From an optimization exercise on the open Yosys and OpenROAD flow, aimed at small area; shortcuts taken in it are not production practice. Function was checked by simulation only, so behaviour that the tests miss may differ from the original. Power is estimated from default activity; no workload was simulated.

==> flow/design.v <==
package daq_ctrl_pkg;
	localparam int REG_W  = 7;
	localparam int ADDR_W = 5;
	typedef logic [REG_W-1:0]  reg_word_t;
	typedef logic [ADDR_W-1:0] reg_addr_t;
	function automatic reg_addr_t cnt_next(input reg_addr_t c);
		cnt_next = {c[3:0], c[4] ^ c[2] ^ (c[3:0] == 4'd0)};
	endfunction
	function automatic reg_addr_t cnt_at(input int i);
		reg_addr_t c;
		c = '0;
		for (int k = 0; k < i; k++) c = cnt_next(c);
		cnt_at = c;
	endfunction
	function automatic logic [145:0] unpack_timing(input reg_word_t [30:0] regs);
		logic [145:0] t;
		t = {regs[0], regs[1], |regs[2],
		     regs[20][0], regs[19], regs[18][0], regs[17],
		     regs[16][0], regs[15], regs[14][0], regs[13],
		     regs[12][0], regs[11], regs[10][0], regs[9],
		     regs[8][0],  regs[7],  regs[6][0],  regs[5],
		     regs[4][0],  regs[3],
		     regs[21][5:0],
		     regs[25][5:0], regs[24], regs[23][5:0], regs[22],
		     |regs[26], regs[27], regs[29][4:0], regs[28], regs[30]};
		unpack_timing = t;
	endfunction
endpackage
module cmd_decoder (
	input  logic       tx_clk,
	input  logic       rst,
	input  logic       clr,
	input  logic [7:0] byte_in,
	input  logic       byte_ready,
	output logic       byte_unload,
	output logic       wr_fast,
	output logic       wr_slow,
	output logic       keep_fast,
	output logic       keep_slow,
	output logic [4:0] addr,
	output logic [6:0] wdata,
	output logic [6:0] pulses
);
	logic tgt_slow;
	logic tgt_none;
	logic trig;
	logic wr;
	logic keep;
	assign wr_fast   = wr && !tgt_slow;
	assign wr_slow   = wr && tgt_slow;
	assign keep_fast = keep || tgt_slow;
	assign keep_slow = keep || !tgt_slow;
	logic decode;
	assign decode = !byte_ready && byte_unload;
	always_ff @(posedge tx_clk or posedge rst) begin
		if (rst) begin
			byte_unload <= 1'b0;
			wr          <= 1'b0;
			keep        <= 1'b1;
			trig        <= 1'b0;
		end else begin
			byte_unload <= byte_ready;
			wr          <= decode && byte_in[7] && !tgt_none;
			keep        <= !(decode && byte_in[7] && !tgt_none);
			trig        <= decode && byte_in[7:3] == 5'd0 && byte_in[2:0] != 3'd7;
		end
	end
	always_ff @(posedge tx_clk) begin
		if (clr) begin
			tgt_slow  <= 1'b0;
			tgt_none  <= 1'b0;
			addr      <= '0;
		end else begin
			if (decode && !byte_in[7] && (byte_in[6] || byte_in[5])) begin
				tgt_slow <= byte_in[6] && byte_in[5];
				tgt_none <= !byte_in[6];
			end
			if (decode && byte_in[7:6] == 2'b01) addr <= byte_in[4:0];
		end
	end
	always_ff @(posedge tx_clk) begin
		wdata <= byte_in[6:0];
	end
	always_comb begin
		pulses    = '0;
		pulses[6] = trig && wdata[2:0] == 3'd0;
		pulses[3] = trig && wdata[2:0] == 3'd1;
		pulses[4] = trig && wdata[2:0] == 3'd2;
		pulses[5] = trig && wdata[2:0] == 3'd3;
		pulses[2] = trig && wdata[2:0] == 3'd4;
		pulses[1] = trig && wdata[2:0] == 3'd5;
		pulses[0] = trig && wdata[2:0] == 3'd6;
	end
endmodule
module ctrl_reg_bank #(
	parameter int N_REGS = 31,
	parameter bit INV = 1'b0
) (
	input  logic                                   tx_clk,
	input  logic                                   clr,
	input  logic                                   wr,
	input  logic                                   keep,
	input  daq_ctrl_pkg::reg_addr_t                wr_addr,
	input  daq_ctrl_pkg::reg_word_t                wr_data,
	input  daq_ctrl_pkg::reg_addr_t                rd_addr,
	output daq_ctrl_pkg::reg_word_t                rd_data,
	output daq_ctrl_pkg::reg_word_t [N_REGS-1:0]   regs
);
	daq_ctrl_pkg::reg_word_t st_data;
	assign st_data = INV ? (~wr_data | {7{clr}}) : wr_data;
	logic [3:0] wr_lo;
	logic [3:0] keep_lo;
	logic [7:0] wr_hi;
	always_comb begin
		for (int k = 0; k < 4; k++) begin
			wr_lo[k]   = (wr && wr_addr[1:0] == k) || (INV && clr);
			keep_lo[k] = (!keep && wr_addr[1:0] == k) || clr;
		end
		for (int j = 0; j < 8; j++) wr_hi[j] = wr_addr[4:2] == j || clr;
	end
	for (genvar i = 0; i < N_REGS; i++) begin : g_reg
		logic we;
		logic hold;
		assign we   = wr_lo[i % 4] && wr_hi[i / 4];
		assign hold = !(keep_lo[i % 4] && wr_hi[i / 4]);
		always_ff @(posedge tx_clk) begin
			regs[i] <= (regs[i] & {7{hold}}) | (st_data & {7{we}});
		end
	end
	localparam int N_GRP = (N_REGS + 2) / 3;
	logic [N_REGS-1:0] rd_sel;
	logic [3:0] rd_lo;
	logic [7:0] rd_hi;
	daq_ctrl_pkg::reg_word_t [N_GRP-1:0] grp;
	always_comb begin
		for (int k = 0; k < 4; k++) rd_lo[k] = rd_addr[1:0] == k && !clr;
		for (int j = 0; j < 8; j++) rd_hi[j] = rd_addr[4:2] == j;
		for (int i = 0; i < N_REGS; i++) begin
			rd_sel[i] = rd_lo[daq_ctrl_pkg::cnt_at(i) % 4] && rd_hi[daq_ctrl_pkg::cnt_at(i) / 4];
		end
		for (int g = 0; g < N_GRP; g++) begin
			grp[g] = '0;
			for (int k = 0; k < 3; k++) begin
				if (3 * g + k < N_REGS) begin
					grp[g] = grp[g] | ((INV ? ~regs[3 * g + k] : regs[3 * g + k]) & {7{rd_sel[3 * g + k]}});
				end
			end
		end
		rd_data = '0;
		for (int g = 0; g < N_GRP; g++) rd_data = rd_data | grp[g];
	end
endmodule
module reg_readback #(
	parameter int N_REGS = 31
) (
	input  logic                    tx_clk,
	input  logic                    rst,
	input  logic                    tx_en,
	input  logic                    word_loaded,
	input  daq_ctrl_pkg::reg_word_t rd_data,
	output daq_ctrl_pkg::reg_addr_t rd_addr,
	output logic [9:0]              link
);
	logic [4:0] cnt;
	logic loaded_meta;
	logic loaded_sync;
	logic word_ready;
	logic complete;
	daq_ctrl_pkg::reg_word_t word;
	assign rd_addr = cnt;
	assign link    = {word_ready, 1'b1, word, complete};
	always_ff @(posedge tx_clk or posedge rst) begin
		if (rst) begin
			cnt         <= '0;
			loaded_meta <= 1'b0;
			loaded_sync <= 1'b0;
			word_ready  <= 1'b0;
			complete    <= 1'b0;
		end else begin
			loaded_meta <= word_loaded;
			loaded_sync <= loaded_meta;
			if (!complete) begin
				if (tx_en) begin
					if (!word_ready && !loaded_sync) begin
						if (cnt == daq_ctrl_pkg::cnt_at(N_REGS)) begin
							complete <= 1'b1;
						end else begin
							word_ready <= 1'b1;
						end
					end else if (word_ready && loaded_sync) begin
						word_ready <= 1'b0;
						cnt        <= daq_ctrl_pkg::cnt_next(cnt);
					end
				end
			end else if (!tx_en) begin
				cnt         <= '0;
				loaded_meta <= 1'b0;
				loaded_sync <= 1'b0;
				word_ready  <= 1'b0;
				complete    <= 1'b0;
			end
		end
	end
	always_ff @(posedge tx_clk) begin
		word <= rd_data;
	end
endmodule
module reset_sequencer (
	input  logic       tx_clk,
	input  logic       rst,
	input  logic       full_reset,
	input  logic       idelay_rst,
	output logic       dcm_rst,
	output logic       idelay_rst_out
);
	localparam logic [23:0] DCM_END    = 24'ha46d1f;
	localparam logic [23:0] DCM_MASK   = 24'hffbfff;
	localparam logic [23:0] SHORT_END  = 24'hfffeaa;
	localparam logic [23:0] SHORT_MASK = 24'h000300;
	logic        gap;
	logic [23:0] t;
	logic        idle;
	logic        done_dcm;
	logic        done_short;
	logic        load;
	assign idle       = !dcm_rst && !gap && !idelay_rst_out;
	assign done_dcm   = ((t ^ DCM_END) & DCM_MASK) == 24'd0;
	assign done_short = ((t ^ SHORT_END) & SHORT_MASK) == 24'd0;
	assign load       = idle || (dcm_rst ? done_dcm : done_short);
	always_ff @(posedge tx_clk or posedge rst) begin
		if (rst) begin
			dcm_rst        <= 1'b0;
			gap            <= 1'b0;
			idelay_rst_out <= 1'b0;
		end else begin
			if (idle) begin
				gap     <= idelay_rst;
				dcm_rst <= full_reset && !idelay_rst;
			end else if (dcm_rst) begin
				if (done_dcm) begin
					dcm_rst <= 1'b0;
					gap     <= 1'b1;
				end
			end else if (gap) begin
				if (done_short) begin
					gap            <= 1'b0;
					idelay_rst_out <= 1'b1;
				end
			end else begin
				if (done_short) begin
					idelay_rst_out <= 1'b0;
				end
			end
		end
	end
	always_ff @(posedge tx_clk) begin
		t[0] <= !load && (t[23] ^ t[22] ^ t[21] ^ t[16]);
		for (int i = 1; i < 24; i++) begin
			t[i] <= !(load || t[i-1]);
		end
	end
endmodule
module daq_ctrl_top (
	input  logic         tx_clk,
	input  logic         rst,
	input  logic [7:0]   byte_in,
	input  logic         byte_ready,
	input  logic         tx_en_fast,
	input  logic         tx_en_slow,
	input  logic         word_loaded_fast,
	input  logic         word_loaded_slow,
	output logic         byte_unload,
	output logic [145:0] timing,
	output logic [6:0]   pulses,
	output logic [9:0]   rb_fast,
	output logic [9:0]   rb_slow,
	output logic         dcm_rst,
	output logic         idelay_rst_out
);
	localparam int FAST_REGS = 31;
	localparam int SLOW_REGS = 23;
	logic       wr_fast;
	logic       wr_slow;
	logic       keep_fast;
	logic       keep_slow;
	logic [4:0] addr;
	logic [6:0] wdata;
	daq_ctrl_pkg::reg_word_t [FAST_REGS-1:0] fast_regs;
	daq_ctrl_pkg::reg_word_t [FAST_REGS-1:0] fast_regs_n;
	logic clr;
	logic clr_n;
	assign clr = !clr_n;
	always_ff @(posedge tx_clk or posedge rst) begin
		if (rst) begin
			clr_n <= 1'b0;
		end else begin
			clr_n <= 1'b1;
		end
	end
	daq_ctrl_pkg::reg_addr_t fast_rd_addr;
	daq_ctrl_pkg::reg_word_t fast_rd_data;
	daq_ctrl_pkg::reg_addr_t slow_rd_addr;
	daq_ctrl_pkg::reg_word_t slow_rd_data;
	cmd_decoder u_dec (
		.tx_clk      (tx_clk),
		.rst         (rst),
		.clr         (clr),
		.byte_in     (byte_in),
		.byte_ready  (byte_ready),
		.byte_unload (byte_unload),
		.wr_fast     (wr_fast),
		.wr_slow     (wr_slow),
		.keep_fast   (keep_fast),
		.keep_slow   (keep_slow),
		.addr        (addr),
		.wdata       (wdata),
		.pulses      (pulses)
	);
	ctrl_reg_bank #(.N_REGS(FAST_REGS), .INV(1'b1)) u_fast_bank (
		.tx_clk  (tx_clk),
		.clr     (clr),
		.wr      (wr_fast),
		.keep    (keep_fast),
		.wr_addr (addr),
		.wr_data (wdata),
		.rd_addr (fast_rd_addr),
		.rd_data (fast_rd_data),
		.regs    (fast_regs_n)
	);
	ctrl_reg_bank #(.N_REGS(SLOW_REGS)) u_slow_bank (
		.tx_clk  (tx_clk),
		.clr     (clr),
		.wr      (wr_slow),
		.keep    (keep_slow),
		.wr_addr (addr),
		.wr_data (wdata),
		.rd_addr (slow_rd_addr),
		.rd_data (slow_rd_data),
		.regs    ()
	);
	reg_readback #(.N_REGS(FAST_REGS)) u_fast_rb (
		.tx_clk      (tx_clk),
		.rst         (rst),
		.tx_en       (tx_en_fast),
		.word_loaded (word_loaded_fast),
		.rd_data     (fast_rd_data),
		.rd_addr     (fast_rd_addr),
		.link        (rb_fast)
	);
	reg_readback #(.N_REGS(SLOW_REGS)) u_slow_rb (
		.tx_clk      (tx_clk),
		.rst         (rst),
		.tx_en       (tx_en_slow),
		.word_loaded (word_loaded_slow),
		.rd_data     (slow_rd_data),
		.rd_addr     (slow_rd_addr),
		.link        (rb_slow)
	);
	reset_sequencer u_rst_seq (
		.tx_clk         (tx_clk),
		.rst            (rst),
		.full_reset     (pulses[6]),
		.idelay_rst     (pulses[2]),
		.dcm_rst        (dcm_rst),
		.idelay_rst_out (idelay_rst_out)
	);
	assign fast_regs = ~fast_regs_n;
	assign timing    = daq_ctrl_pkg::unpack_timing(fast_regs) & {146{!clr}};
endmodule
==> flow/flow/run.sh <==
#!/bin/bash
# Own layout flow: the standard flow (standard.sh) with two changes.
#  1. Synthesis is the standard script with only the ABC script swapped for the
#     area-oriented flow/area.abc. Its registers (names and cell types) are
#     checked against the standard synthesis; if they differ the standard
#     netlist is used instead.
#  2. Port buffers are sky130_fd_sc_hd__buf_1 (buffer_ports -buffer_cell).
#  3. Clock tree: clusters of at most 10 sinks within 50 um, built of
#     clkbuf_4, without dummy loads (CTS_ARGS).
# Each tool's output goes to a log file of its own in this folder.
set -euo pipefail
W=$PWD
R=$W/orfs/results/$FLOW_PLATFORM/daq_ctrl_top/base

bash standard.sh synth > log_std_synth.txt 2>&1
cp "$R/1_2_yosys.v" ref_netlist.v

# 2. own synthesis: same script and make call, abc script swapped
{ cat flow/abc_override.tcl; cat synth_recipe.tcl; } > own_synth.tcl
sed "s#SYNTH_SCRIPT=[^ ]*#SYNTH_SCRIPT=$W/own_synth.tcl#" standard.sh > own_standard.sh
mkdir -p ref_results
cp -p "$R"/1_* ref_results/
rm -f "$R"/1_*
export OWN_ABC_SCRIPT=$W/flow/area.abc
if bash own_standard.sh synth > log_own_synth.txt 2>&1 \
   && python3 flow/regs.py ref_netlist.v "$R/1_2_yosys.v" > log_regs.txt 2>&1; then
  echo "own synthesis used" >> log_regs.txt
else
  echo "own synthesis not used, back to the standard netlist" >> log_regs.txt
  rm -f "$R"/1_*
  cp -p ref_results/1_* "$R"/
fi

# 3. the rest of the standard flow, port buffers as buf_1
export BUFFER_PORTS_ARGS="-buffer_cell sky130_fd_sc_hd__buf_1"
export CTS_ARGS="-sink_clustering_enable -sink_clustering_size 10 -sink_clustering_max_diameter 50 -buf_list sky130_fd_sc_hd__clkbuf_4 -dont_use_dummy_load -repair_clock_nets"
bash own_standard.sh > log_layout.txt 2>&1
test -s out/final.def
==> flow/flow/abc_override.tcl <==
# Route synth.tcl's abc call to the script named by OWN_ABC_SCRIPT.
proc abc {args} {
  set i [lsearch -exact $args -script]
  if {$i >= 0} { lset args [expr {$i + 1}] $::env(OWN_ABC_SCRIPT) }
  yosys abc {*}$args
}
==> flow/flow/area.abc <==
strash
&get -n
&st
&dch -f
&nf -a -R 1000
&put
strash
&get -n
&st
&dch -f
&nf -a -R 1000
&put
strash
&get -n
&st
&dch -f
&nf -a -R 1000
&put
strash
&get -n
&st
&dch -f
&nf -a -R 1000
&put
==> flow/flow/regs.py <==
# Compare the registers (instance name and cell type, drive strength ignored) of two netlists.
import re, sys
def regs(path):
    txt = open(path).read()
    out = set()
    for cell, name in re.findall(r'^\s*(sky130_fd_sc_hd__\w+)\s+(\S+)\s*\(', txt, re.M):
        base = re.sub(r'_\d+$', '', cell.replace('sky130_fd_sc_hd__', ''))
        if re.match(r'(s?df|s?edf|dl)', base):
            out.add((name, base))
    return out
a, b = regs(sys.argv[1]), regs(sys.argv[2])
print(f"registers: reference {len(a)}, own {len(b)}")
if a != b:
    print("differ:", sorted(a ^ b)[:20])
    sys.exit(1)
print("registers match")
==> flow/standard.sh <==
#!/bin/bash
# synth_recipe.tcl (not shown) runs the flow's synth.tcl, then flattens the netlist and writes it again
# the make line also repeats each setting of config.mk as NAME=value (left out here)
make -C /OpenROAD-flow-scripts/flow DESIGN_CONFIG=/design/flow/config.mk WORK_HOME=/design/flow/orfs CLKGATE_MAP_FILE= SYNTH_SCRIPT=/design/flow/synth_recipe.tcl "${@:-finish}"
==> flow/config.mk <==
export PLATFORM = sky130hd
export DESIGN_NAME = daq_ctrl_top
export DESIGN_NICKNAME = daq_ctrl_top
export VERILOG_FILES = /design/flow/design.v
export SDC_FILE = /design/flow/constraint.sdc
export NUM_CORES = 4
export LEC_CHECK = 0
export CAP_MARGIN = 20
export CORE_MARGIN = 2
export CORE_UTILIZATION = 60
export GPL_TIMING_DRIVEN = 0
export PLACE_DENSITY = 0.7
export SLEW_MARGIN = 20
==> flow/constraint.sdc <==
create_clock -name core_clock -period 10.0 [get_ports {tx_clk}]
set_input_delay 2.0000 -clock core_clock [delete_from_list [all_inputs] [get_ports {tx_clk}]]
set_output_delay 2.0000 -clock core_clock [all_outputs]
set_load 0.01 [all_outputs]
==> results of run 1 <==
-- per-stage QoR --
stage / instance area, um2 / power, uW / hold slack (ps) / setup slack (ps) / util
3_5_place_dp: 18100 / 2940 / 384 / 5640 / 0.668
3_3_place_gp: 17800 / 2920 / 374 / 2020 / 0.658
6_report: 18500 / 3740 / 385 / 4820 / 0.683
2_1_floorplan: 16700 / 2660 / 368 / 3730 / -
4_1_cts: 18500 / 3720 / 382 / 4860 / 0.683
5_1_grt: 18500 / 3900 / 389 / 4610 / 0.683
-- layer usage --
metal | vias to the layer above | wire length, um
met5 | - | 0
li1 | 6789 | -
met3 | 196 | 4600
met4 | 0 | 3040
met1 | 7309 | 21900
met2 | 895 | 24500
-- how the worst max path moves through the flow --
stage,to,slack (ps),depth (start not counted)
floorplan,timing[131],3730,2
global placement,timing[131],2020,3
detailed placement,timing[26],5640,4
CTS,timing[26],4860,4
global route,timing[26],4610,4
finish,timing[26],4820,4
-- registers in the layout, summed over array words and instances (netlist names), 5 cells and up --
register and cells:
u_slow_bank.regs 161, u_fast_rb.cnt 5, u_slow_rb.word 7, u_dec.addr 5
u_fast_bank.regs 217, u_slow_rb.cnt 5, u_dec.wdata 7, u_rst_seq.t 24
u_fast_rb.word 7
-- logic make-up (layout without fill, tap and decap cells) --
family / count (synthesis) / count (layout)
AOI/OAI and AO/OA: 594 / 594
and+or+nand+nor: 526 / 526
DFF: 456 / 456
buffers and inverters: 19 / 270
xor gates and xnor gates: 5 / 5
adders and majority gates: 4 / 4
other: 1 / 4
muxes: 1 / 1
-- cell usage after synthesis, types with 2 or more instances --
cell type	n
sky130_fd_sc_hd__o31ai_1	2
sky130_fd_sc_hd__xnor2_1	5
sky130_fd_sc_hd__a221o_1	7
sky130_fd_sc_hd__a31oi_1	2
sky130_fd_sc_hd__nand3b_1	5
sky130_fd_sc_hd__nand2b_1	10
sky130_fd_sc_hd__nor3_1	14
sky130_fd_sc_hd__nand4_1	10
sky130_fd_sc_hd__and4_1	9
sky130_fd_sc_hd__a222oi_1	49
sky130_fd_sc_hd__o22ai_1	98
sky130_fd_sc_hd__nand2_1	121
sky130_fd_sc_hd__nor2b_1	6
sky130_fd_sc_hd__and3_1	2
sky130_fd_sc_hd__a21oi_1	12
sky130_fd_sc_hd__a41oi_1	2
sky130_fd_sc_hd__buf_4	8
sky130_fd_sc_hd__o22a_1	8
sky130_fd_sc_hd__dfxtp_1	430
sky130_fd_sc_hd__nor2_1	282
sky130_fd_sc_hd__dfrtp_1	25
sky130_fd_sc_hd__and2_0	6
sky130_fd_sc_hd__nand4b_1	2
sky130_fd_sc_hd__or4_1	7
sky130_fd_sc_hd__a22o_1	388
sky130_fd_sc_hd__or3_1	2
sky130_fd_sc_hd__ha_1	4
sky130_fd_sc_hd__o21ai_0	25
sky130_fd_sc_hd__clkinv_1	11
sky130_fd_sc_hd__nor3b_1	6
sky130_fd_sc_hd__nand3_1	15
sky130_fd_sc_hd__nor4_1	26
-- report_power, final --
group	internal, uW	switching, uW
registers	2020	208
clock network	239	576
logic	275	421
total	2540	1210
-- cell type report --
type                       count  area share
buffer                         8     0.00324
multi-input combinational   1133       0.397
antenna                        1    0.000135
clock buffer                  52      0.0211
inverter                      11     0.00250
timing repair buffer         199      0.0503
tap                          372      0.0251
sequential                   456       0.501
==> impl_summary.txt, run 1 <==
----------------------------------------------------
[Critical path]
  Register-to-register path setup slack ... 5930 ps
  Highest net fanout along the worst path ... 90
  Worst endpoint required time ... 8000 ps
  Crit. End Element ... output port
  Arr. time, crit path ... 3180 ps
  Worst setup path startpoint ... clr_n$_DFF_PP0_
  Worst path slowest cell ... sky130_fd_sc_hd__dfrtp_2
  Capture instance of the worst register-to-register path ... u_fast_rb.word[3]$_DFF_P_
  Longest individual stage delay on the worst path ... 890 ps
  Worst-path cell chain ... clkinv_4 > buf_16 > a41oi_1 > buf_1
  Cell class contributing the biggest share of worst-path delay ... buffers and inverters
  Buf+Inv Stages, Crit Path ... 3
  Launch instance of the worst register-to-register path ... clr_n$_DFF_PP0_
  Setup crit start kind ... flop
  Type of the worst setup path ... reg2out
  Worst reg2reg path depth ... 8

[Route]
  Routed via count ... 15200
  Vias per cell ... 6.81
  Post-detailed-route count of antenna-violating nets ... 0
  Final WL ... 54.0 mm
  Initial DRC count ... 1840
  Drt pass-1 iters ... 9
  DR WL/cell ... 24.2 um
  DRC Markers ... 0

[Synth]
  Syn avg cell area ... 10.4 um2
  Cells after Synth ... 1606
  Count of flip-flops with a built-in enable after synthesis ... 0
  Most used flip-flop cell after synthesis ... sky130_fd_sc_hd__dfxtp_1
  Synthesized area ... 16700 um2
  Distinct cells, synth ... 39
  Synth async-reset ratio ... 0.0570
  Fraction of the mapped netlist area in compound gates ... 0.293
  Share of the synthesized netlist area taken by xor and xnor gates ... 0.00263
  Count of yosys warnings during synthesis ... 7
  Simple-Gate Fraction of Synth Area ... 0.138
  #FFs+latches synth ... 456
  Share of synthesized area spent on multiplexers ... 0.000676
  Area share of the leading cell type in the synthesized netlist ... 0.517
  Fraction of the mapped netlist area in adder cells ... 0.00301
  Synth area leader ... sky130_fd_sc_hd__dfxtp_1
  Main combinational cell family by area after synthesis ... compound AO/OA/AOI/OAI gates
  Leading cell types by total area after synthesis ... sky130_fd_sc_hd__dfxtp_1 (52%), sky130_fd_sc_hd__a22o_1 (20%), sky130_fd_sc_hd__nor2_1 (6.4%)
  Part of the Yosys area used for sequential elements ... 0.556

[Clock network]
  Clock-pin slew of the registers on the worst-case setup and hold paths ... 110 ps
  CTS tree ... built
  Buffer depth of the longest clock path ... 3
  Root buffer cell ... sky130_fd_sc_hd__clkbuf_4
  Number of gates resized after CTS ... 0
  Sinks on the clock net ... 456
  # H-tree levels ... 2
  Buffers inserted during post-CTS setup optimization ... 0
  Num CTS Buffers ... 52
  Insertion delay to the later sink of the worst-skew pair ... 730 ps
  # hold bufs at CTS ... 0

[Placement]
  HPWL after DPL ... 37.5 mm
  Cells after DPL ... 2179
  Routability-driven placement congestion ratio ... 0.956
  Number of port buffers ... 188

[Cells and area]
  # nets final ... 1880
  Count of filler cells inserted in the layout ... 2198
  Most frequent standard cell in the layout excluding fill and tap cells ... sky130_fd_sc_hd__dfxtp_1
  Share of cells above drive strength 1 ... 0.0516
  Highest-count cells in the layout ignoring fill and taps ... sky130_fd_sc_hd__dfxtp_1 (424), sky130_fd_sc_hd__a22o_1 (388), sky130_fd_sc_hd__nor2_1 (282), sky130_fd_sc_hd__buf_1 (188), sky130_fd_sc_hd__nand2_1 (114)
  Area of combinational cells with multiple inputs ... 7350 um2
  Area overhead of the layout relative to synthesis ... 11.2%
  Non-filler instance count after layout ... 2232
  Sequential standard cell area ... 9270 um2

[Run status]
  Outcome ... timing/DRC/antenna clean

[STA]
  Number of max-slew violations in the final report ... 0
  Endpoints failing setup ... 0
  Final Hold Fails ... 0
  Upper clock frequency limit ... 0.193 GHz
  Final period utilization ... 0.518
  Tightest slew margin relative to the limit ... 0.207
  Final setup TNS ... 0 ps
  Clock skew after layout ... 43.2 ps
  Setup repair after global routing missed its margin ... false
  Slew of the pin with the lowest slew margin ... 1190 ps
  Tmin final ... 5180 ps

[Die]
  Starting utilization of the core area ... 0.614
  Number of placement rows ... 60
  I/O pin count ... 191
  Area of the die ... 29100 um2
  Y dimension of the die ... 171 um
  Die outline width ... 171 um
  Core outline area ... 27100 um2

[Global routing]
  Met2 track demand over resource in global routing ... 0.582
  Top Usage Layer GRT ... met2
  Global route total overflow ... 0
  Initial antenna violation count ... 1
  Vias in the first global route ... 14200
  Global Route met1 Usage ... 0.476
  Pin count of the biggest net entering global routing ... 91
  Wire length of the first global-routing pass ... 81.5 mm
  Met3 GRT Util ... 0.0527
  Total global-route track usage ... 0.364

[Hold path]
  Sink of the worst hold path ... u_rst_seq.t[16]$_DFF_P_
  Class of the most critical hold timing path ... reg2reg
  Number of cells traversed by the worst hold path ... 1
  Hold Path Origin ... u_rst_seq.t[15]$_DFF_P_

[Power]
  Total power divided by cell area ... 202 nW/um2
  Static leakage ... 0.00740 uW
  Peak supply drop ... 0.000164 V

[Job]
  Count of maximum capacitance violations ... 0

----------------------------------------------------
==> run 2: changes to the inputs <==
--- a/flow/config.mk
+++ b/flow/config.mk
@@ -9,5 +9,4 @@
 export CORE_MARGIN = 2
 export CORE_UTILIZATION = 60
-export GPL_TIMING_DRIVEN = 0
 export PLACE_DENSITY = 0.7
 export SLEW_MARGIN = 20
==> run 2 against run 1 <==
Synthesized area unchanged. Routed wire length increased by 0.90%. Clock skew grew 0.85 ps. Clock-buffer cell count is the same. Combinational power is 0.6% higher. Flip-flop and latch count stayed put. Synthesized cell count did not move. Critical path depth is 1 higher. First-iteration DRC count rose by 10%. Register-to-register slack better by 130 ps. Maximum frequency up 8.3%. Clock power about the same. Largest power group unchanged. Highest routed layer unchanged.
==> impl_summary.txt, run 2 <==
----------------------------------------------------
[Synth]
  Part of the Yosys area used for sequential elements ... 0.556 (unchanged)
  #FFs+latches synth ... 456 (unchanged)
  Synth area leader ... sky130_fd_sc_hd__dfxtp_1 (unchanged)
  Most frequent cell after synthesis ... sky130_fd_sc_hd__dfxtp_1 (unchanged)
  Most used flip-flop cell after synthesis ... sky130_fd_sc_hd__dfxtp_1 (unchanged)
  Synthesized area ... 16700 um2 (unchanged)
  Distinct cells, synth ... 39 (unchanged)
  Count of flip-flops with a built-in enable after synthesis ... 0 (unchanged)
  Count of yosys warnings during synthesis ... 7 (unchanged)
  Area share of the leading cell type in the synthesized netlist ... 0.517 (unchanged)
  Synth async-reset ratio ... 0.0570 (unchanged)
  Leading post-synthesis cells by instance count ... sky130_fd_sc_hd__dfxtp_1 (430), sky130_fd_sc_hd__a22o_1 (388), sky130_fd_sc_hd__nor2_1 (282), sky130_fd_sc_hd__nand2_1 (121), sky130_fd_sc_hd__o22ai_1 (98) (unchanged)
  Cells after Synth ... 1606 (unchanged)
  Syn avg cell area ... 10.4 um2 (unchanged)
  Leading cell types by total area after synthesis ... sky130_fd_sc_hd__dfxtp_1 (52%), sky130_fd_sc_hd__a22o_1 (20%), sky130_fd_sc_hd__nor2_1 (6.4%) (unchanged)

[Cells and area]
  Highest-count cells in the layout ignoring fill and taps ... sky130_fd_sc_hd__dfxtp_1 (429), sky130_fd_sc_hd__a22o_1 (388), sky130_fd_sc_hd__nor2_1 (282), sky130_fd_sc_hd__buf_1 (188), sky130_fd_sc_hd__nand2_1 (117) (was sky130_fd_sc_hd__dfxtp_1 (424), sky130_fd_sc_hd__a22o_1 (388), sky130_fd_sc_hd__nor2_1 (282), sky130_fd_sc_hd__buf_1 (188), sky130_fd_sc_hd__nand2_1 (114))
  Area overhead of the layout relative to synthesis ... 10.2% (was 11.2%)
  Largest register FFs ... 217 (unchanged)
  Registers with the most flip-flops ... u_fast_bank.regs: 217 flops, u_slow_bank.regs: 161 flops, u_rst_seq.t: 24 flops (unchanged)
  Most frequent standard cell in the layout excluding fill and tap cells ... sky130_fd_sc_hd__dfxtp_1 (unchanged)
  Biggest register ... u_fast_bank.regs (unchanged)
  # nets final ... 1881 (was 1880)
  Core Util, Final ... 0.677 (was 0.683)
  Non-filler instance count after layout ... 2234 (was 2232)
  Share of cells above drive strength 1 ... 0.0446 (was 0.0516)

[Critical path]
  Register-to-register path setup slack ... 6060 ps (was 5930 ps)
  Setup crit start kind ... flop (unchanged)
  Worst endpoint required time ... 8000 ps (about the same)
  Launch instance of the worst register-to-register path ... clr_n$_DFF_PP0_ (unchanged)
  Worst reg2reg path depth ... 9 (was 8)
  Crit. End Element ... output port (unchanged)
  Capture instance of the worst register-to-register path ... u_fast_rb.word[0]$_DFF_P_ (was u_fast_rb.word[3]$_DFF_P_)
  Highest net fanout along the worst path ... 120 (was 90)
  Arr. time, crit path ... 2780 ps (was 3180 ps)
  Type of the worst setup path ... reg2out (unchanged)

[Die]
  Y dimension of the die ... 171 um (unchanged)
  Number of placement rows ... 60 (unchanged)
  Core outline area ... 27100 um2 (unchanged)
  Area of the die ... 29100 um2 (unchanged)
  Starting utilization of the core area ... 0.614 (unchanged)
  I/O pin count ... 191 (unchanged)
  Die outline width ... 171 um (unchanged)

[Clock network]
  Root buffer cell ... sky130_fd_sc_hd__clkbuf_4 (unchanged)
  Buffer depth of the longest clock path ... 3 (unchanged)
  Buffers inserted during post-CTS setup optimization ... 0 (unchanged)
  Num CTS Buffers ... 52 (unchanged)
  CTS tree ... built (unchanged)
  Number of gates resized after CTS ... 0 (unchanged)
  Sinks on the clock net ... 456 (unchanged)
  # hold bufs at CTS ... 0 (unchanged)
  Insertion delay to the later sink of the worst-skew pair ... 710 ps (was 730 ps)
  # H-tree levels ... 2 (unchanged)
  Clock-pin slew of the registers on the worst-case setup and hold paths ... 110 ps (about the same)

[STA]
  Tightest slew margin relative to the limit ... 0.181 (was 0.207)
  Upper clock frequency limit ... 0.209 GHz (was 0.193 GHz)
  Final Hold Fails ... 0 (unchanged)
  Endpoints failing setup ... 0 (unchanged)
  Tmin final ... 4780 ps (was 5180 ps)
  Setup repair after global routing missed its margin ... false (unchanged)
  Slew of the pin with the lowest slew margin ... 1220 ps (was 1190 ps)
  Setup slack of the critical path after layout ... 5220 ps (was 4820 ps)
  Number of max-slew violations in the final report ... 0 (unchanged)
  Final period utilization ... 0.478 (was 0.518)
  Final setup TNS ... 0 ps (unchanged)
  Clock skew after layout ... 44.1 ps (was 43.2 ps)

[Placement]
  Number of port buffers ... 188 (unchanged)
  HPWL after DPL ... 37.0 mm (was 37.5 mm)
  Setup slack at placement ... 5780 ps (was 5640 ps)
  Routability-driven placement congestion ratio ... 0.984 (was 0.956)
  Cells after DPL ... 2180 (was 2179)

[Power]
  Total power divided by cell area ... 203 nW/um2 (was 202 nW/um2)
  Static leakage ... 0.00734 uW (was 0.00740 uW)
  Peak supply drop ... 0.000162 V (was 0.000164 V)
  Final Power ... 3730 uW (was 3740 uW)

[Route]
  Vias per cell ... 6.82 (was 6.81)
  Drt pass-1 iters ... 9 (unchanged)
  DRC Markers ... 0 (unchanged)
  Initial DRC count ... 2031 (was 1840)
  DR WL/cell ... 24.4 um (was 24.2 um)
  Post-detailed-route count of antenna-violating nets ... 0 (unchanged)
  Routed via count ... 15200 (about the same)
  Final WL ... 54.5 mm (was 54.0 mm)

[Hold path]
  Hold Path Origin ... u_rst_seq.t[15]$_DFF_P_ (unchanged)
  Class of the most critical hold timing path ... reg2reg (unchanged)
  Sink of the worst hold path ... u_rst_seq.t[16]$_DFF_P_ (unchanged)
  Number of cells traversed by the worst hold path ... 1 (unchanged)

[Global routing]
  Wire length of the first global-routing pass ... 81.7 mm (was 81.5 mm)
  Initial antenna violation count ... 1 (unchanged)
  Pin count of the biggest net entering global routing ... 121 (was 91)
  Vias in the first global route ... 14100 (was 14200)
  Global route total overflow ... 0 (unchanged)
  Total global-route track usage ... 0.365 (was 0.364)

[Job]
  Count of maximum capacitance violations ... 0 (unchanged)

[Run status]
  Outcome ... timing/DRC/antenna clean (unchanged)

----------------------------------------------------
[run 2: cell counts after synthesis]
Identical to the previous run, type by type.
[run 2: logic make-up (layout without fill, tap and decap cells)]
family	after synthesis	in the layout	synth area share
AOI/OAI and AO/OA	594	594	0.293
xor gates and xnor gates	5	5	0.00263
adders and majority gates	4	4	0.00301
buffers and inverters	19	271	0.00609
DFF	456	456	0.556
muxes	1	1	0.000676
other	1	5	0.000225
and+or+nand+nor	526	526	0.138
[run 2: how the worst max path moves through the flow]
stage                               start     endpoint  depth (start not counted)
after floorplan           clr_n$_DFF_PP0_  timing[131]                          2
after global placement    clr_n$_DFF_PP0_  timing[131]                          5
after detailed placement  clr_n$_DFF_PP0_  timing[131]                          5
after CTS                 clr_n$_DFF_PP0_  timing[131]                          5
after global routing      clr_n$_DFF_PP0_  timing[131]                          5
final                     clr_n$_DFF_PP0_  timing[131]                          5
[run 2: metal layers]
layer  wire length [um]  track usage
met5                  0            0
met4               3080        0.195
met3               5290       0.0539
met2              24500        0.577
met1              21600        0.485
[run 2: layout make-up]
type,instances,area [um2]
multi-input cells,1133,7320
well taps,372,465
flip-flops and latches,456,9260
diodes,2,5.00
repair buffers,208,857
inverters,11,43.8
clock buffers,52,390
fillers,2197,8750
[run 2: report_power, final]
group | switching [uW] | total [uW] | internal [uW]
Sequential | 196 | 2220 | 2020
Clock | 573 | 811 | 239
Combinational | 436 | 700 | 264
[run 2: critical path: stages, from the launching register on]
cell and delay [ps]:
sky130_fd_sc_hd__dfrtp_1 380, sky130_fd_sc_hd__buf_4 240, sky130_fd_sc_hd__inv_4 360, sky130_fd_sc_hd__buf_6 620
sky130_fd_sc_hd__a41oi_1 140, sky130_fd_sc_hd__buf_1 180
[run 2: per-stage QoR]
stage                     instance area (um2)  hold slack (ps)
after floorplan                         16700              368
after global routing                    18300              389
after global placement                  17900              375
after detailed placement                17900              393
after CTS                               18300              378
final                                   18300              374
==> run 3: changes to the inputs <==
--- a/flow/config.mk
+++ b/flow/config.mk
@@ -8,5 +8,5 @@
 export CAP_MARGIN = 20
 export CORE_MARGIN = 2
-export CORE_UTILIZATION = 60
-export PLACE_DENSITY = 0.7
+export CORE_UTILIZATION = 70
+export PLACE_DENSITY = 0.8
 export SLEW_MARGIN = 20
==> run 3 against run 2 <==
Synthesized area stayed put. Clock power is 2% lower. Total power is 0.28% lower. Global-route usage is 4.6 points higher. Via count is 1.9% higher. Critical endpoint is now timing[77]. Critical path depth is 1 lower. First-iteration DRC count is 27% higher. Synthesized cell count stayed put. Largest power group unchanged. Sequential power hardly changed. Die area is 14% lower.
==> impl_summary.txt, run 3 <==
----------------------------------------------------
[Run status]
  Outcome ... timing/DRC/antenna clean (unchanged)

[STA]
  Final setup TNS ... 0 ps (unchanged)
  Upper clock frequency limit ... 0.194 GHz (was 0.209 GHz)
  Setup repair after global routing missed its margin ... false (unchanged)
  Endpoints failing setup ... 0 (unchanged)
  Final period utilization ... 0.516 (was 0.478)
  Tmin final ... 5160 ps (was 4780 ps)
  Clock skew after layout ... 57.0 ps (was 44.1 ps)
  Tightest slew margin relative to the limit ... 0.185 (was 0.181)
  Slew of the pin with the lowest slew margin ... 1210 ps (was 1220 ps)
  Final Hold Fails ... 0 (unchanged)
  Number of max-slew violations in the final report ... 0 (unchanged)

[Synth]
  Area share of the leading cell type in the synthesized netlist ... 0.517 (unchanged)
  Most used flip-flop cell after synthesis ... sky130_fd_sc_hd__dfxtp_1 (unchanged)
  Syn avg cell area ... 10.4 um2 (unchanged)
  Count of yosys warnings during synthesis ... 7 (unchanged)
  Synth async-reset ratio ... 0.0570 (unchanged)
  Part of the Yosys area used for sequential elements ... 0.556 (unchanged)
  Most frequent cell after synthesis ... sky130_fd_sc_hd__dfxtp_1 (unchanged)
  Synth area leader ... sky130_fd_sc_hd__dfxtp_1 (unchanged)
  #FFs+latches synth ... 456 (unchanged)
  Leading cell types by total area after synthesis ... sky130_fd_sc_hd__dfxtp_1 (52%), sky130_fd_sc_hd__a22o_1 (20%), sky130_fd_sc_hd__nor2_1 (6.4%) (unchanged)
  Count of flip-flops with a built-in enable after synthesis ... 0 (unchanged)
  Cells after Synth ... 1606 (unchanged)
  Synthesized area ... 16700 um2 (unchanged)
  Leading post-synthesis cells by instance count ... sky130_fd_sc_hd__dfxtp_1 (430), sky130_fd_sc_hd__a22o_1 (388), sky130_fd_sc_hd__nor2_1 (282), sky130_fd_sc_hd__nand2_1 (121), sky130_fd_sc_hd__o22ai_1 (98) (unchanged)
  Distinct cells, synth ... 39 (unchanged)

[Critical path]
  Worst endpoint required time ... 8000 ps (about the same)
  Launch instance of the worst register-to-register path ... clr_n$_DFF_PP0_ (unchanged)
  Worst reg2reg path depth ... 5 (was 9)
  Highest net fanout along the worst path ... 90 (was 120)
  Arr. time, crit path ... 3160 ps (was 2780 ps)
  Capture instance of the worst register-to-register path ... u_fast_bank.regs[213]$_DFF_P_ (was u_fast_rb.word[0]$_DFF_P_)
  Crit. End Element ... output port (unchanged)
  Register-to-register path setup slack ... 6290 ps (was 6060 ps)
  Type of the worst setup path ... reg2out (unchanged)
  Setup crit start kind ... flop (unchanged)

[Route]
  Vias per cell ... 7.13 (was 6.82)
  Wire length on met2 ... 23.9 mm (was 24.5 mm)
  DR WL/cell ... 24.4 um (about the same)
  Final WL ... 53.1 mm (was 54.5 mm)
  Top sig layer ... met4 (unchanged)
  Met1 Routed Length ... 20.0 mm (was 21.6 mm)
  Drt pass-1 iters ... 7 (was 9)
  DRC Markers ... 0 (unchanged)
  Routed via count ... 15500 (was 15200)
  Initial DRC count ... 2581 (was 2031)
  Post-detailed-route count of antenna-violating nets ... 0 (unchanged)
  Met3 WL ... 5.61 mm (was 5.29 mm)

[Cells and area]
  Share of cells above drive strength 1 ... 0.0420 (was 0.0446)
  Area overhead of the layout relative to synthesis ... 9.60% (was 10.2%)
  Largest register FFs ... 217 (unchanged)
  Most frequent standard cell in the layout excluding fill and tap cells ... sky130_fd_sc_hd__dfxtp_1 (unchanged)
  Highest-count cells in the layout ignoring fill and taps ... sky130_fd_sc_hd__dfxtp_1 (429), sky130_fd_sc_hd__a22o_1 (388), sky130_fd_sc_hd__nor2_1 (282), sky130_fd_sc_hd__buf_1 (188), sky130_fd_sc_hd__nand2_1 (120) (was sky130_fd_sc_hd__dfxtp_1 (429), sky130_fd_sc_hd__a22o_1 (388), sky130_fd_sc_hd__nor2_1 (282), sky130_fd_sc_hd__buf_1 (188), sky130_fd_sc_hd__nand2_1 (117))
  Registers with the most flip-flops ... u_fast_bank.regs: 217 flops, u_slow_bank.regs: 161 flops, u_rst_seq.t: 24 flops (unchanged)
  Biggest register ... u_fast_bank.regs (unchanged)
  # nets final ... 1878 (was 1881)

[Power]
  Switching power as a share of total power ... 0.321 (was 0.323)
  Final Power ... 3720 uW (was 3730 uW)
  Total power divided by cell area ... 204 nW/um2 (was 203 nW/um2)
  Fraction of power consumed by combinational cells ... 0.185 (was 0.188)
  Seq pwr share ... 0.601 (was 0.595)
  Peak supply drop ... 0.000203 V (was 0.000162 V)
  Cell internal power dissipation ... 2530 uW (about the same)
  Static leakage ... 0.00732 uW (was 0.00734 uW)
  Proportion of power drawn by the clock network ... 0.214 (was 0.217)
  NetSw ... 1200 uW (was 1210 uW)

[Clock network]
  CTS tree ... built (unchanged)
  # H-tree levels ... 2 (unchanged)
  Root buffer cell ... sky130_fd_sc_hd__clkbuf_4 (unchanged)
  Insertion delay to the later sink of the worst-skew pair ... 710 ps (about the same)
  Buffer depth of the longest clock path ... 3 (unchanged)
  Buffers inserted during post-CTS setup optimization ... 0 (unchanged)
  Num CTS Buffers ... 52 (unchanged)
  Number of gates resized after CTS ... 0 (unchanged)
  Clock-pin slew of the registers on the worst-case setup and hold paths ... 100 ps (was 110 ps)
  Sinks on the clock net ... 456 (unchanged)
  # hold bufs at CTS ... 0 (unchanged)

[Hold path]
  Hold Path Origin ... u_rst_seq.t[19]$_DFF_P_ (was u_rst_seq.t[15]$_DFF_P_)
  Class of the most critical hold timing path ... reg2reg (unchanged)
  Sink of the worst hold path ... u_rst_seq.t[20]$_DFF_P_ (was u_rst_seq.t[16]$_DFF_P_)
  Number of cells traversed by the worst hold path ... 1 (unchanged)

[Die]
  Starting utilization of the core area ... 0.712 (was 0.614)
  Number of placement rows ... 56 (was 60)
  Area of the die ... 25000 um2 (was 29100 um2)
  Core outline area ... 23400 um2 (was 27100 um2)
  Y dimension of the die ... 158 um (was 171 um)
  Die outline width ... 158 um (was 171 um)
  I/O pin count ... 191 (unchanged)

[Global routing]
  Vias in the first global route ... 14300 (was 14100)
  Total global-route track usage ... 0.411 (was 0.365)
  Global route total overflow ... 0 (unchanged)
  Initial antenna violation count ... 1 (unchanged)
  Pin count of the biggest net entering global routing ... 91 (was 121)
  Wire length of the first global-routing pass ... 79.2 mm (was 81.7 mm)

[Job]
  Count of maximum capacitance violations ... 0 (unchanged)

[Placement]
  Number of port buffers ... 188 (unchanged)
  HPWL after DPL ... 36.3 mm (was 37.0 mm)
  Routability-driven placement congestion ratio ... 1.01 (was 0.984)

----------------------------------------------------
==> run 3: layout make-up <==
type,count,area [um2]
Timing Repair Buffer,205,833
Fill cell,1694,5150
Multi-Input combinational cell,1133,7320
Antenna cell,1,2.50
Tap cell,319,399
Sequential cell,456,9260
Inverter,11,43.8
Clock buffer,52,390
==> run 3: logic make-up after synthesis <==
family	synth area share
adder cells (fa/ha/maj)	0.00301
AND/OR/NAND/NOR	0.138
multiplexers	0.000676
buffers and inverters	0.00609
flip-flops	0.556
other	0.000225
AO/OA/AOI/OAI	0.293
XOR/XNOR	0.00263
==> run 3: metrics by stage <==
stage	setup slack, ps	util	area [um2]	hold slack, ps	std cells
3_5_place_dp	5380	0.762	17800	399	2124
5_1_grt	4670	0.780	18300	375	2177
6_report	4840	0.780	18300	356	2177
4_1_cts	4610	0.779	18200	364	2176
2_1_floorplan	3730	-	16700	368	1608
3_3_place_gp	5570	0.762	17800	373	2124
==> run 3: worst max path at each step <==
stage | endpoint | depth (start not counted) | start
after global routing | timing[129] | 4 | clr_n$_DFF_PP0_
after global placement | timing[76] | 4 | clr_n$_DFF_PP0_
after detailed placement | timing[77] | 4 | clr_n$_DFF_PP0_
after floorplan | timing[131] | 2 | clr_n$_DFF_PP0_
after CTS | timing[77] | 4 | clr_n$_DFF_PP0_
final | timing[77] | 4 | clr_n$_DFF_PP0_
==> run 3: worst max-delay path, stage by stage, from the launching register on <==
cell and delay (ps):
sky130_fd_sc_hd__dfrtp_2 650, sky130_fd_sc_hd__inv_4 600, sky130_fd_sc_hd__buf_4 780, sky130_fd_sc_hd__nor2_1 150, sky130_fd_sc_hd__buf_1 170
==> run 3: metal layers <==
metal  global-route usage  vias up
met4                0.272        0
met1                0.527     7323
met5                    0        -
met3               0.0704      265
met2                0.641     1146
li1                     -     6798
==> run 3: power groups by stage <==
stage	Clock, uW	Combinational (uW)	Sequential [uW]
detailed placement	0	669	2260
global route	862	743	2250
CTS	792	672	2220
finish	797	688	2240
global placement	0	649	2260
floorplan	0	463	2200
==> run 4: changes to the inputs <==
--- a/flow/design.v
+++ b/flow/design.v
@@ -57,10 +57,8 @@
 			byte_unload <= 1'b0;
 			wr          <= 1'b0;
-			keep        <= 1'b1;
 			trig        <= 1'b0;
 		end else begin
 			byte_unload <= byte_ready;
 			wr          <= decode && byte_in[7] && !tgt_none;
-			keep        <= !(decode && byte_in[7] && !tgt_none);
 			trig        <= decode && byte_in[7:3] == 5'd0 && byte_in[2:0] != 3'd7;
 		end
@@ -82,4 +80,7 @@
 		wdata <= byte_in[6:0];
 	end
+	always_ff @(posedge tx_clk) begin
+		keep <= !(decode && byte_in[7] && !tgt_none);
+	end
 	always_comb begin
 		pulses    = '0;
==> run 4 against run 3 <==
Routed wire length down 1.4%. Critical path type unchanged. Non-clock buffer count is 3 lower. Setup slack gained 360 ps. Highest routed layer unchanged. Combinational power decreased by 1%. Cell area is 0.11% lower. Flip-flop and latch count unchanged. Clock skew fell by 1.2 ps. Critical path depth unchanged.
==> impl_summary.txt, run 4 <==
----------------------------------------------------
[Run status]
  Outcome ... timing/DRC/antenna clean (unchanged)

[Die]
  Number of placement rows ... 56 (unchanged)
  Core outline area ... 23400 um2 (unchanged)
  Starting utilization of the core area ... 0.711 (was 0.712)
  Die outline width ... 158 um (about the same)
  Y dimension of the die ... 158 um (about the same)
  Area of the die ... 25000 um2 (about the same)
  I/O pin count ... 191 (unchanged)

[Synth]
  Leading post-synthesis cells by instance count ... sky130_fd_sc_hd__dfxtp_1 (431), sky130_fd_sc_hd__a22o_1 (388), sky130_fd_sc_hd__nor2_1 (282), sky130_fd_sc_hd__nand2_1 (121), sky130_fd_sc_hd__o22ai_1 (98) (was sky130_fd_sc_hd__dfxtp_1 (430), sky130_fd_sc_hd__a22o_1 (388), sky130_fd_sc_hd__nor2_1 (282), sky130_fd_sc_hd__nand2_1 (121), sky130_fd_sc_hd__o22ai_1 (98))
  #FFs+latches synth ... 456 (unchanged)
  Part of the Yosys area used for sequential elements ... 0.556 (about the same)
  Distinct cells, synth ... 38 (was 39)
  Synthesized area ... 16600 um2 (was 16700 um2)
  Count of yosys warnings during synthesis ... 7 (unchanged)
  Cells after Synth ... 1606 (unchanged)
  Synth async-reset ratio ... 0.0548 (was 0.0570)
  Count of flip-flops with a built-in enable after synthesis ... 0 (unchanged)
  Area share of the leading cell type in the synthesized netlist ... 0.518 (was 0.517)
  Most frequent cell after synthesis ... sky130_fd_sc_hd__dfxtp_1 (unchanged)
  Syn avg cell area ... 10.4 um2 (about the same)
  Synth area leader ... sky130_fd_sc_hd__dfxtp_1 (unchanged)
  Leading cell types by total area after synthesis ... sky130_fd_sc_hd__dfxtp_1 (52%), sky130_fd_sc_hd__a22o_1 (20%), sky130_fd_sc_hd__nor2_1 (6.4%) (unchanged)
  Most used flip-flop cell after synthesis ... sky130_fd_sc_hd__dfxtp_1 (unchanged)

[STA]
  Final setup TNS ... 0 ps (unchanged)
  Setup slack of the critical path after layout ... 5200 ps (was 4840 ps)
  Tightest slew margin relative to the limit ... 0.162 (was 0.185)
  Clock skew after layout ... 55.7 ps (was 57.0 ps)
  Endpoints failing setup ... 0 (unchanged)
  Slew of the pin with the lowest slew margin ... 1260 ps (was 1210 ps)
  Upper clock frequency limit ... 0.208 GHz (was 0.194 GHz)
  Final Hold Fails ... 0 (unchanged)
  Setup repair after global routing missed its margin ... false (unchanged)
  Number of max-slew violations in the final report ... 0 (unchanged)
  Final period utilization ... 0.480 (was 0.516)
  Tmin final ... 4800 ps (was 5160 ps)

[Clock network]
  Buffers inserted during post-CTS setup optimization ... 0 (unchanged)
  Sinks on the clock net ... 456 (unchanged)
  Number of gates resized after CTS ... 0 (unchanged)
  Buffer depth of the longest clock path ... 3 (unchanged)
  Insertion delay to the later sink of the worst-skew pair ... 730 ps (was 710 ps)
  CTS tree ... built (unchanged)
  # hold bufs at CTS ... 0 (unchanged)
  Root buffer cell ... sky130_fd_sc_hd__clkbuf_4 (unchanged)
  Num CTS Buffers ... 51 (was 52)
  # H-tree levels ... 2 (unchanged)
  Clock-pin slew of the registers on the worst-case setup and hold paths ... 100 ps (about the same)

[Critical path]
  Arr. time, crit path ... 2800 ps (was 3160 ps)
  Highest net fanout along the worst path ... 107 (was 90)
  Crit. End Element ... output port (unchanged)
  Worst reg2reg path depth ... 5 (unchanged)
  Setup crit start kind ... flop (unchanged)
  Worst setup path startpoint ... clr_n$_DFF_PP0_ (unchanged)
  Launch instance of the worst register-to-register path ... clr_n$_DFF_PP0_ (unchanged)
  Register-to-register path setup slack ... 6880 ps (was 6290 ps)
  Type of the worst setup path ... reg2out (unchanged)
  Capture instance of the worst register-to-register path ... u_slow_bank.regs[56]$_DFF_P_ (was u_fast_bank.regs[213]$_DFF_P_)
  Worst endpoint required time ... 8000 ps (about the same)

[Route]
  Routed via count ... 15400 (was 15500)
  Initial DRC count ... 2186 (was 2581)
  DRC Markers ... 0 (unchanged)
  DR WL/cell ... 24.1 um (was 24.4 um)
  Post-detailed-route count of antenna-violating nets ... 0 (unchanged)
  Vias per cell ... 7.07 (was 7.13)
  Drt pass-1 iters ... 9 (was 7)
  Final WL ... 52.4 mm (was 53.1 mm)

[Power]
  Switching power as a share of total power ... 0.319 (was 0.321)
  Total power divided by cell area ... 203 nW/um2 (was 204 nW/um2)
  NetSw ... 1180 uW (was 1200 uW)
  Peak supply drop ... 0.000120 V (was 0.000203 V)
  Seq pwr share ... 0.602 (was 0.601)
  Static leakage ... 0.00730 uW (was 0.00732 uW)
  Fraction of power consumed by combinational cells ... 0.184 (was 0.185)
  Cell internal power dissipation ... 2520 uW (was 2530 uW)
  Proportion of power drawn by the clock network ... 0.214 (about the same)

[Cells and area]
  Share of cells above drive strength 1 ... 0.0410 (was 0.0420)
  Largest register FFs ... 217 (unchanged)
  Area overhead of the layout relative to synthesis ... 9.52% (was 9.60%)
  Registers with the most flip-flops ... u_fast_bank.regs: 217 flops, u_slow_bank.regs: 161 flops, u_rst_seq.t: 24 flops (unchanged)
  Biggest register ... u_fast_bank.regs (unchanged)
  Most frequent standard cell in the layout excluding fill and tap cells ... sky130_fd_sc_hd__dfxtp_1 (unchanged)
  # nets final ... 1874 (was 1878)
  Highest-count cells in the layout ignoring fill and taps ... sky130_fd_sc_hd__dfxtp_1 (430), sky130_fd_sc_hd__a22o_1 (388), sky130_fd_sc_hd__nor2_1 (282), sky130_fd_sc_hd__buf_1 (188), sky130_fd_sc_hd__nand2_1 (117) (was sky130_fd_sc_hd__dfxtp_1 (429), sky130_fd_sc_hd__a22o_1 (388), sky130_fd_sc_hd__nor2_1 (282), sky130_fd_sc_hd__buf_1 (188), sky130_fd_sc_hd__nand2_1 (120))

[Hold path]
  Number of cells traversed by the worst hold path ... 1 (unchanged)
  Sink of the worst hold path ... u_rst_seq.t[15]$_DFF_P_ (was u_rst_seq.t[20]$_DFF_P_)
  Hold Path Origin ... u_rst_seq.t[14]$_DFF_P_ (was u_rst_seq.t[19]$_DFF_P_)
  Class of the most critical hold timing path ... reg2reg (unchanged)

[Placement]
  Routability-driven placement congestion ratio ... 1.05 (was 1.01)
  Setup slack at placement ... 6010 ps (was 5380 ps)
  HPWL after DPL ... 35.4 mm (was 36.3 mm)
  Number of port buffers ... 188 (unchanged)

[Global routing]
  Initial antenna violation count ... 1 (unchanged)
  Wire length of the first global-routing pass ... 78.5 mm (was 79.2 mm)
  Vias in the first global route ... 14100 (was 14300)
  Global route total overflow ... 0 (unchanged)
  Total global-route track usage ... 0.407 (was 0.411)
  Pin count of the biggest net entering global routing ... 108 (was 91)

[Job]
  Count of maximum capacitance violations ... 0 (unchanged)

----------------------------------------------------
run 4: per-layer routing:
| metal | vias to the layer above | GRT usage | part of all wire |
|---|---|---|---|
| met3 | 243 | 0.0758 | 0.11 |
| met2 | 1088 | 0.650 | 0.46 |
| li1 | 6796 | - | - |
| met5 | - | 0 | 0 |
| met1 | 7247 | 0.521 | 0.37 |
| met4 | 0 | 0.230 | 0.058 |
run 4: stage by stage:
step                hold slack, ps  total power (uW)   util  cells  instance area, um2
floorplan                      368              2660      -   1608               16700
global route                   398              3840  0.779   2174               18200
global placement               372              2900  0.761   2121               17800
CTS                            391              3670  0.778   2172               18200
finish                         390              3700  0.779   2174               18200
detailed placement             376              2920  0.761   2121               17800
run 4: worst max-delay path by stage:
| stage | to | cells after the start | slack, ps |
|---|---|---|---|
| 2_1_floorplan | timing[131] | 2 | 3730 |
| 3_3_place_gp | timing[131] | 4 | 6100 |
| 3_5_place_dp | timing[131] | 4 | 6010 |
| 4_1_cts | timing[131] | 4 | 5220 |
| 5_1_grt | timing[138] | 4 | 5040 |
| 6_report | timing[138] | 4 | 5200 |
run 4: cell type report:
cell class	count	area, um2
fill	1719	5170
antenna	2	5.00
multi-input combinational	1133	7330
inverter	11	43.8
clock buffer	51	383
sequential	456	9260
tap	319	399
timing repair buffer	202	811
run 4: power groups by stage:
stage                     registers, uW  logic, uW  clock network (uW)
final                              2230        681                 793
after floorplan                    2200        463                   0
after global placement             2250        644                   0
after global routing               2250        739                 858
after detailed placement           2250        666                   0
after CTS                          2220        668                 788
run 4: worst max-delay path, cell delays in order, from the launching register on:
cell                      delay (ps)
sky130_fd_sc_hd__dfrtp_1         420
sky130_fd_sc_hd__inv_4           380
sky130_fd_sc_hd__buf_4           840
sky130_fd_sc_hd__nor2_1          160
sky130_fd_sc_hd__buf_1           180
run 4: kinds of logic (layout without fill, tap and decap cells):
| kind of cell | Yosys count | after routing | synth area share |
|---|---|---|---|
| compound gates | 594 | 594 | 0.293 |
| xor+xnor | 5 | 5 | 0.00263 |
| fa+ha+maj | 4 | 4 | 0.00301 |
| buf+inv | 19 | 264 | 0.00609 |
| flops | 456 | 456 | 0.556 |
| mux | 1 | 1 | 0.000676 |
| other cells | 1 | 5 | 0.000225 |
| simple gates | 526 | 526 | 0.138 |
==> run 5: changes to the inputs <==
--- a/flow/flow/run.sh
+++ b/flow/flow/run.sh
@@ -1,4 +1,4 @@
 #!/bin/bash
-# Own layout flow: the standard flow (standard.sh) with two changes.
+# Own layout flow: the standard flow (standard.sh) with three changes.
 #  1. Synthesis is the standard script with only the ABC script swapped for the
 #     area-oriented flow/area.abc. Its registers (names and cell types) are
--- a/flow/config.mk
+++ b/flow/config.mk
@@ -8,5 +8,5 @@
 export CAP_MARGIN = 20
 export CORE_MARGIN = 2
-export CORE_UTILIZATION = 70
-export PLACE_DENSITY = 0.8
+export CORE_UTILIZATION = 80
+export PLACE_DENSITY = 0.88
 export SLEW_MARGIN = 20
==> run 5 against run 4 <==
Utilization grew 12 points. Synthesized cell count is the same. Clock-buffer cell count is the same. Final cell count shrank 1.9%. Cell area shrank 0.15%. Critical path type unchanged. Largest power group unchanged.
==> impl_summary.txt, run 5 <==
----------------------------------------------------
[Global routing]
  Vias in the first global route ... 15500 (was 14100)
  Initial antenna violation count ... 1 (unchanged)
  Pin count of the biggest net entering global routing ... 121 (was 108)
  Wire length of the first global-routing pass ... 83.1 mm (was 78.5 mm)
  Global route total overflow ... 0 (unchanged)
  Total global-route track usage ... 0.476 (was 0.407)

[STA]
  Final Hold Fails ... 0 (unchanged)
  Number of max-slew violations in the final report ... 0 (unchanged)
  Final period utilization ... 0.453 (was 0.480)
  Setup repair after global routing missed its margin ... false (unchanged)
  Tightest slew margin relative to the limit ... 0.138 (was 0.162)
  Clock skew after layout ... 65.9 ps (was 55.7 ps)
  Setup slack of the critical path after layout ... 5470 ps (was 5200 ps)
  Endpoints failing setup ... 0 (unchanged)
  Upper clock frequency limit ... 0.221 GHz (was 0.208 GHz)
  Final setup TNS ... 0 ps (unchanged)
  Tmin final ... 4530 ps (was 4800 ps)
  Slew of the pin with the lowest slew margin ... 1280 ps (was 1260 ps)

[Clock network]
  Clock-pin slew of the registers on the worst-case setup and hold paths ... 110 ps (was 100 ps)
  CTS tree ... built (unchanged)
  Root buffer cell ... sky130_fd_sc_hd__clkbuf_4 (unchanged)
  # H-tree levels ... 2 (unchanged)
  Number of gates resized after CTS ... 0 (unchanged)
  Buffers inserted during post-CTS setup optimization ... 0 (unchanged)
  # hold bufs at CTS ... 0 (unchanged)
  Insertion delay to the later sink of the worst-skew pair ... 730 ps (about the same)
  Sinks on the clock net ... 456 (unchanged)
  Buffer depth of the longest clock path ... 3 (unchanged)
  Num CTS Buffers ... 51 (unchanged)

[Synth]
  Synthesized area ... 16600 um2 (unchanged)
  Most frequent cell after synthesis ... sky130_fd_sc_hd__dfxtp_1 (unchanged)
  Count of flip-flops with a built-in enable after synthesis ... 0 (unchanged)
  #FFs+latches synth ... 456 (unchanged)
  Most used flip-flop cell after synthesis ... sky130_fd_sc_hd__dfxtp_1 (unchanged)
  Syn avg cell area ... 10.4 um2 (unchanged)
  Area share of the leading cell type in the synthesized netlist ... 0.518 (unchanged)
  Distinct cells, synth ... 38 (unchanged)
  Cells after Synth ... 1606 (unchanged)
  Synth async-reset ratio ... 0.0548 (unchanged)
  Leading cell types by total area after synthesis ... sky130_fd_sc_hd__dfxtp_1 (52%), sky130_fd_sc_hd__a22o_1 (20%), sky130_fd_sc_hd__nor2_1 (6.4%) (unchanged)
  Count of yosys warnings during synthesis ... 7 (unchanged)
  Synth area leader ... sky130_fd_sc_hd__dfxtp_1 (unchanged)
  Part of the Yosys area used for sequential elements ... 0.556 (unchanged)
  Leading post-synthesis cells by instance count ... sky130_fd_sc_hd__dfxtp_1 (431), sky130_fd_sc_hd__a22o_1 (388), sky130_fd_sc_hd__nor2_1 (282), sky130_fd_sc_hd__nand2_1 (121), sky130_fd_sc_hd__o22ai_1 (98) (unchanged)

[Critical path]
  Worst reg2reg path depth ... 8 (was 5)
  Worst endpoint required time ... 8000 ps (about the same)
  Highest net fanout along the worst path ... 120 (was 107)
  Arr. time, crit path ... 2530 ps (was 2800 ps)
  Type of the worst setup path ... reg2out (unchanged)
  Setup crit start kind ... flop (unchanged)
  Crit. End Element ... output port (unchanged)

[Route]
  DR WL/cell ... 25.4 um (was 24.1 um)
  Final WL ... 54.2 mm (was 52.4 mm)
  DRC Markers ... 0 (unchanged)
  Initial DRC count ... 2389 (was 2186)
  Routed via count ... 16200 (was 15400)
  Vias per cell ... 7.60 (was 7.07)
  Drt pass-1 iters ... 12 (was 9)
  Post-detailed-route count of antenna-violating nets ... 0 (unchanged)

[Placement]
  Setup slack at placement ... 6000 ps (was 6010 ps)
  Number of port buffers ... 188 (unchanged)
  HPWL after DPL ... 36.5 mm (was 35.4 mm)
  Routability-driven placement congestion ratio ... 1.02 (was 1.05)

[Die]
  Die outline width ... 148 um (was 158 um)
  Y dimension of the die ... 148 um (was 158 um)
  Starting utilization of the core area ... 0.820 (was 0.711)
  Area of the die ... 22000 um2 (was 25000 um2)
  Number of placement rows ... 52 (was 56)
  I/O pin count ... 191 (unchanged)
  Core outline area ... 20300 um2 (was 23400 um2)

[Power]
  Static leakage ... 0.00733 uW (was 0.00730 uW)
  Total power divided by cell area ... 205 nW/um2 (was 203 nW/um2)
  Peak supply drop ... 0.000255 V (was 0.000120 V)

[Hold path]
  Number of cells traversed by the worst hold path ... 1 (unchanged)
  Class of the most critical hold timing path ... reg2reg (unchanged)

[Run status]
  Outcome ... timing/DRC/antenna clean (unchanged)

[Cells and area]
  Area overhead of the layout relative to synthesis ... 9.36% (was 9.52%)
  Most frequent standard cell in the layout excluding fill and tap cells ... sky130_fd_sc_hd__dfxtp_1 (unchanged)
  Share of cells above drive strength 1 ... 0.0419 (was 0.0410)
  Largest register FFs ... 217 (unchanged)
  Count of filler cells inserted in the layout ... 951 (was 1719)
  # nets final ... 1882 (was 1874)
  Registers with the most flip-flops ... u_fast_bank.regs: 217 flops, u_slow_bank.regs: 161 flops, u_rst_seq.t: 24 flops (unchanged)
  Highest-count cells in the layout ignoring fill and taps ... sky130_fd_sc_hd__dfxtp_1 (428), sky130_fd_sc_hd__a22o_1 (388), sky130_fd_sc_hd__nor2_1 (282), sky130_fd_sc_hd__buf_1 (188), sky130_fd_sc_hd__nand2_1 (121) (was sky130_fd_sc_hd__dfxtp_1 (430), sky130_fd_sc_hd__a22o_1 (388), sky130_fd_sc_hd__nor2_1 (282), sky130_fd_sc_hd__buf_1 (188), sky130_fd_sc_hd__nand2_1 (117))
  Biggest register ... u_fast_bank.regs (unchanged)

[Job]
  Count of maximum capacitance violations ... 0 (unchanged)

----------------------------------------------------
-- run 5: cell type report --
type | count | area (um2) | share of cell area
inverters | 11 | 43.8 | 0.00241
diodes | 1 | 2.50 | 0.000137
well taps | 270 | 338 | 0.0186
clock buffers | 51 | 383 | 0.0210
flip-flops and latches | 456 | 9260 | 0.509
multi-input cells | 1133 | 7300 | 0.401
repair buffers | 210 | 875 | 0.0480
-- run 5: where the power goes --
group | total [uW] | leakage, uW | internal [uW] | switching, uW
Combinational | 699 | 0.00321 | 264 | 435
Sequential | 2240 | 0.00389 | 2020 | 215
Clock | 798 | 0.000235 | 235 | 563
Total | 3740 | 0.00733 | 2520 | 1210
-- run 5: kinds of logic (layout without fill, tap and decap cells) --
kind of cell / Yosys count / count (layout) / share of synthesized area
adder cells (fa/ha/maj): 4 / 4 / 0.00301
multiplexers: 1 / 1 / 0.000676
flip-flops: 456 / 456 / 0.556
other: 1 / 4 / 0.000225
buffers and inverters: 19 / 272 / 0.00609
XOR/XNOR: 5 / 5 / 0.00263
AND/OR/NAND/NOR: 526 / 526 / 0.138
AO/OA/AOI/OAI: 594 / 594 / 0.293
-- run 5: per-layer routing --
metal / track usage / share of wire
met3: 0.116 / 0.14
met4: 0.342 / 0.076
met5: 0 / 0.00063
met2: 0.738 / 0.45
met1: 0.584 / 0.34
-- run 5: final timing paths --
path                                                endpoint                     from  slack (ps)
worst min register to register       u_rst_seq.t[15]$_DFF_P_  u_rst_seq.t[14]$_DFF_P_         400
max in group asynchronous       u_slow_rb.cnt[1]$_DFFE_PP0P_                      rst        8210
min in group asynchronous          u_rst_seq.gap$_DFFE_PP0P_                      rst        1360
worst max register to register     u_fast_rb.word[3]$_DFF_P_          clr_n$_DFF_PP0_        7050
worst min-delay path                 u_rst_seq.t[15]$_DFF_P_  u_rst_seq.t[14]$_DFF_P_         400
worst max-delay path                              timing[84]          clr_n$_DFF_PP0_        5470
-- run 5: worst max-delay path: stages (launching register included) --
cell,delay [ps]
sky130_fd_sc_hd__dfrtp_1,420
sky130_fd_sc_hd__inv_4,310
sky130_fd_sc_hd__buf_6,640
sky130_fd_sc_hd__nor2_1,170
sky130_fd_sc_hd__buf_1,170
-- run 5: through the flow --
stage | utilization | cell area [um2] | hold WS [ps] | cells | power [uW]
6_report | 0.897 | 18200 | 401 | 2132 | 3740
5_1_grt | 0.897 | 18200 | 417 | 2132 | 3850
4_1_cts | 0.896 | 18200 | 405 | 2130 | 3680
3_5_place_dp | 0.877 | 17800 | 387 | 2079 | 2930
3_3_place_gp | 0.877 | 17800 | 373 | 2079 | 2880
2_1_floorplan | - | 16700 | 368 | 1608 | 2660

afterwards: timing with drivers on the ports:
The flow's constraints put no driver on any port. The routed layouts listed below were extracted and timed again, unchanged, in two steps. Step 1 (the two cells are an assumption about what drives the block):
set clk [get_ports {tx_clk}]
set_driving_cell -lib_cell sky130_fd_sc_hd__clkbuf_16 $clk
set_driving_cell -lib_cell sky130_fd_sc_hd__buf_2 [delete_from_list [all_inputs] $clk]
Step 2 moves the port delays by t, midway between the first and last clock arrival at a register: inputs arrive t later, outputs are due t later. That takes back most of the time a late clock gives input paths. a / b / c = ideal ports / drivers / drivers and shift; a / b = the first two.
| run | shift t [ns] | slack for setup (ns) | latest minus earliest clock arrival (ns) | cell pins on the clock port's net |
|---|---|---|---|---|
| run 1 | 0.771 | 4.820 / 4.764 / 5.535 | 0.053 / 0.052 | 1 |
| run 2 | 0.744 | 5.219 / 5.168 / 5.912 | 0.054 / 0.054 | 1 |
| run 3 | 0.745 | 4.837 / 4.788 / 5.533 | 0.089 / 0.090 | 1 |
| run 4 | 0.750 | 5.200 / 5.150 / 5.899 | 0.059 / 0.059 | 1 |
| run 5 | 0.745 | 5.471 / 5.420 / 6.165 | 0.068 / 0.068 | 1 |
After both steps every run listed still meets setup and hold.
